Context: an optimization exercise on an open-source flow, tuned for small area. The choices shown serve that exercise and are no tape-out recipe.
In this exercise RTL edits were held to simulation tests only and were not proved equivalent to the original.
No driver is modelled on the clock port, so clocking that relies on it looks cheaper here than on a real chip.
No activity file was given, so power comes from the tool's default toggle rates.

==> flow/design.v (excerpt) <==
module read_guard (
  input  logic                   clk_i,
  input  logic                   rst_ni,
  input  logic                   ar_valid_i,
  input  logic                   ar_ready_i,
  input  read_guard_pkg::id_t    ar_id_i,
  input  read_guard_pkg::addr_t  ar_addr_i,
  input  read_guard_pkg::len_t   ar_len_i,
  input  logic                   r_valid_i,
  input  logic                   r_ready_i,
  input  read_guard_pkg::id_t    r_id_i,
  input  logic                   r_last_i,
  input  read_guard_pkg::cnt_t   budget_ar_i,
  input  read_guard_pkg::cnt_t   budget_first_i,
  input  read_guard_pkg::cnt_t   budget_stall_i,
  input  read_guard_pkg::cnt_t   budget_beat_i,
  input  logic                   reset_clear_i,
  output logic                   full_o,
  output logic                   reset_req_o,
  output logic                   irq_o,
  output read_guard_pkg::fault_e fault_cause_o,
  output read_guard_pkg::id_t    fault_id_o,
  output read_guard_pkg::addr_t  fault_addr_o,
  output read_guard_pkg::cnt_t   lat_first_o,
  output read_guard_pkg::cnt_t   lat_burst_o
);
Settings: LEC_CHECK=0, CAP_MARGIN=20, CORE_MARGIN=2, CORE_UTILIZATION=65, CTS_BUF_LIST=sky130_fd_sc_hd__clkbuf_4 sky130_fd_sc_hd__clkbuf_8, CTS_CLUSTER_SIZE=30, SLEW_MARGIN=20; clock period 10.0 ns.
standard.sh (not shown) runs the stock make flow with config.mk's settings and CLKGATE_MAP_FILE= SYNTH_SCRIPT=/design/flow/synth_recipe.tcl, a recipe that flattens the netlist after the stock synthesis.
==> flow/flow/run.sh <==
#!/bin/bash
# Standard layout, with the port buffers made from the smallest buffer cell.
set -euo pipefail
export BUFFER_PORTS_ARGS="-buffer_cell sky130_fd_sc_hd__buf_1"
bash standard.sh synth > synth.log 2>&1
bash standard.sh floorplan > floorplan.log 2>&1
bash standard.sh place > place.log 2>&1
bash standard.sh cts > cts.log 2>&1
bash standard.sh route > route.log 2>&1
bash standard.sh finish > finish.log 2>&1
The first run completed without violations.
Rerun with:
==> flow/run.sh (new file) <==
#!/bin/bash
# synth_recipe.tcl (not shown) runs the flow's synth.tcl, then flattens the netlist and writes it again
# the make line also repeats each setting of config.mk as NAME=value (left out here)
make -C /OpenROAD-flow-scripts/flow DESIGN_CONFIG=/design/flow/config.mk WORK_HOME=/design/flow/orfs CLKGATE_MAP_FILE= SYNTH_SCRIPT=/design/flow/synth_recipe.tcl finish
Settings changed: CORE_UTILIZATION 65 to 40, CTS_BUF_LIST sky130_fd_sc_hd__clkbuf_4 sky130_fd_sc_hd__clkbuf_8 to default, CTS_CLUSTER_SIZE 30 to default.
removed: flow/flow/run.sh
removed: flow/standard.sh
Effect:
- wire length went up by roughly a tenth
- core utilization goes down by 25 points
- synthesized cell count stays the same
- clock power climbs by roughly a tenth
Rerun with:
Settings changed: CORE_UTILIZATION 40 to 65, CTS_BUF_LIST from default to sky130_fd_sc_hd__clkbuf_4 sky130_fd_sc_hd__clkbuf_8, CTS_CLUSTER_SIZE from default to 30.
Result:
- routed wire length goes down by a little under a tenth
- non-clock buffer count goes down by 22
- synthesized area stays the same
- combinational power hardly moves
- global-route usage goes up by 11 points
- register-to-register slack is worse by 50 ps

read_guard, a different RTL version from the one above (not shown whole).
Size: about 440 flip-flops, about 190 I/O pins, roughly 24,000 µm² of cells after synthesis.
export LEC_CHECK = 0
export CAP_MARGIN = 5
export CORE_MARGIN = 2
export CORE_UTILIZATION = 65
export GPL_TIMING_DRIVEN = 0
export SLEW_MARGIN = 5
create_clock -name core_clock -period 10.0 [get_ports {clk_i}]
==> flow/flow/run.sh <==
#!/bin/bash
# Standard ORFS layout with three changes: port buffers use the smallest
# buffer cell, and clock tree synthesis uses larger sink clusters and no
# dummy loads. Each step's full output goes to its own log here.
set -euo pipefail
export BUFFER_PORTS_ARGS="-buffer_cell sky130_fd_sc_hd__buf_1"
export CTS_ARGS="-sink_clustering_enable -repair_clock_nets -dont_use_dummy_load -sink_clustering_size 25 -sink_clustering_max_diameter 80 -buf_list {sky130_fd_sc_hd__clkbuf_8 sky130_fd_sc_hd__clkbuf_16}"
for step in synth floorplan place cts route finish; do
  bash standard.sh $step > $step.log 2>&1
done
Then changed:
- CAP_MARGIN: 5 -> 0
- CORE_UTILIZATION: 65 -> 75
- GPL_TIMING_DRIVEN: 0 -> unset
- SLEW_MARGIN: 5 -> 0
Outcome:
- final area came out lower by 2.0%
- global-route usage came out higher by 3.7 points
- maximum frequency came out higher by 1.5%
- wire length came out lower by 4.6%
- count of clock-buffer cells in the layout came out lower by 1
- total power came out lower by 0.49%
- sequential share of layout area came out higher by 0.95 points
- cell count came out lower by 4.4%
- worst hold slack is worse by 0.017 ns
- via count hardly moves
- core utilization came out higher by 9.7 points

Another version of the RTL of read_guard (not shown whole).
Size in the first run: about 440 flip-flops, roughly 21000 um^2 of cells after synthesis.
Settings: LEC_CHECK=0, CAP_MARGIN=5, CORE_MARGIN=2, CORE_UTILIZATION=75, SLEW_MARGIN=5; clock period 10.0 ns.
==> flow/flow/run.sh <==
#!/bin/bash
# Standard ORFS layout with these changes: ABC maps the logic, adders
# included, with an area-oriented script, port buffers use the smallest buffer cell, and clock
# tree synthesis uses larger sink clusters and no dummy loads; after it,
# cells with slack to spare are downsized. Each step's
# full output goes to its own log here.
set -euo pipefail
here=$(pwd)
export MY_ABC_SCRIPT=$here/flow/area.abc
export FLOW_SYNTH_TCL=$here/synth_recipe.tcl
export ADDER_MAP_FILE=
export BUFFER_PORTS_ARGS="-buffer_cell sky130_fd_sc_hd__buf_1"
export POST_CTS_TCL=$here/flow/post_cts.tcl
export CTS_ARGS="-sink_clustering_enable -repair_clock_nets -dont_use_dummy_load -sink_clustering_size 25 -sink_clustering_max_diameter 80 -buf_list {sky130_fd_sc_hd__clkbuf_8 sky130_fd_sc_hd__clkbuf_16}"
sed -e "s#SYNTH_SCRIPT=[^ ]*#SYNTH_SCRIPT=$here/flow/my_synth.tcl#" standard.sh > my_standard.sh
grep -q "SYNTH_SCRIPT=$here/flow/my_synth.tcl" my_standard.sh
for step in synth floorplan place cts route finish; do
  bash my_standard.sh $step > $step.log 2>&1
done
==> flow/flow/area.abc <==
strash
dch -f
amap
&get -n
&st
&dch -f
&nf -R 1000 -a
&put
mfs2
strash
dch -f
amap
&get -n
&st
&dch -f
&nf -R 1000 -a
&put
==> flow/flow/my_synth.tcl <==
# The standard flow's synthesis script, with ABC run on an area-oriented script
# (flow/area.abc) in place of ORFS's speed script. Everything else,
# including the synth -nofsm -noshare wrapper, flattening and renaming,
# comes unchanged from synth_recipe.tcl.
proc abc {args} {
  set i [lsearch -exact $args -script]
  if {$i >= 0} { lset args [expr {$i + 1}] $::env(MY_ABC_SCRIPT) }
  yosys abc {*}$args
}
source $::env(FLOW_SYNTH_TCL)
==> flow/flow/post_cts.tcl <==
# After clock tree synthesis: downsize cells on paths with timing slack to
# spare, then legalize the placement again.
repair_timing -recover_power 100
detailed_placement
check_placement -verbose
The starting point finished clean.
==> next run, changes <==
--- a/flow/flow/run.sh
+++ b/flow/flow/run.sh
@@ -2,4 +2,3 @@
-# Standard ORFS layout with these changes: ABC maps the logic, adders
-# included, with an area-oriented script, port buffers use the smallest buffer cell, and clock
-# tree synthesis uses larger sink clusters and no dummy loads; after it,
-# cells with slack to spare are downsized. Each step's
+# Standard ORFS layout with these changes: ABC maps the logic with an
+# area-oriented script, port buffers use the smallest buffer cell, and clock
+# tree synthesis uses larger sink clusters and no dummy loads. Each step's
@@ -11 +9,0 @@
-export ADDER_MAP_FILE=
@@ -13 +10,0 @@
-export POST_CTS_TCL=$here/flow/post_cts.tcl
removed: flow/flow/post_cts.tcl
After rerunning:
- setup slack is better by 0.0064 ns
- wire length goes down by about 6%
- critical path depth went down by 7
- maximum frequency barely changes
- power goes down by 1.2%
- die area rises by 2.2%
- global-route usage fell by 1.8 points
- clock-buffer cell count is unchanged
==> next run, changes <==
--- a/flow/flow/run.sh
+++ b/flow/flow/run.sh
@@ -2,2 +2,2 @@
-# Standard ORFS layout with these changes: ABC maps the logic with an
-# area-oriented script, port buffers use the smallest buffer cell, and clock
+# Standard ORFS layout with these changes: ABC maps the logic, adders
+# included, with an area-oriented script, port buffers use the smallest buffer cell, and clock
@@ -9,0 +10 @@
+export ADDER_MAP_FILE=
The changed run passed the timing, design-rule and antenna checks. Power rises by 1.1%. Wire length rises by 5.4%. Setup slack is better by 0.017 ns. Final cell count rises by 6.3%.
==> next run, changes <==
--- a/flow/flow/area.abc
+++ b/flow/flow/area.abc
@@ -3 +2,0 @@
-amap
@@ -4,0 +4,2 @@
+&st
+&deepsyn -T 120
The new run finished with timing, DRC and antenna clean.
Sequential power stays flat.
Routed wire length rises by 1.2%.
Power goes up by 1.9%.
Via count grows by 0.31%.
Synthesized cell count fell by 1.8%.
Clock-buffer cell count rises by 1.
Worst setup slack is worse by 0.071 ns.
Clock skew increases by 0.031 ns.
Non-clock buffer count rose by 41.
Critical path depth is higher by 2.
First-iteration DRC count falls by 3.5%.

what the ideal ports hide:
The flow's constraints put no driver on any port. The routed layouts listed below were extracted and timed again, unchanged, in two steps. Step 1, drivers: a clkbuf_16 drives clk_i and a buf_2 each remaining input, both assumed. Step 2, shift: input delay + t, output delay - t, t = (earliest + latest rising clock arrival at the registers) / 2. This alone moves slack from input paths to output paths. a / b / c = ideal ports / drivers / drivers and shift; a / b = the first two.
| run | shift t [ns] | setup WS [ns] | cell pins on the clock port's net |
|---|---|---|---|
| the first run of note 1 | 0.661 | 0.651 / 0.663 / 0.002 | 1 |
| the second run of note 1 | 0.637 | 0.415 / 0.420 / -0.216 | 1 |
| the third run of note 1 | 0.665 | 0.349 / 0.349 / -0.316 | 1 |
| the first run of note 2 | 0.606 | 0.388 / 0.394 / -0.212 | 1 |
| the second run of note 2 | 0.592 | 0.530 / 0.511 / -0.080 | 1 |
| the first run of note 3 | 0.581 | 0.500 / 0.491 / -0.089 | 1 |
| the second run of note 3 | 0.584 | 0.506 / 0.488 / -0.096 | 1 |
| the third run of note 3 | 0.582 | 0.523 / 0.509 / -0.073 | 1 |
| the fourth run of note 3 | 0.566 | 0.452 / 0.454 / -0.112 | 1 |
With both steps, setup timing fails in 8 of these runs, where it was met with ideal ports. The setup slack of the third run of note 1, which loses most, moves by 0.000 ns with the drivers and by -0.665 ns with both steps.
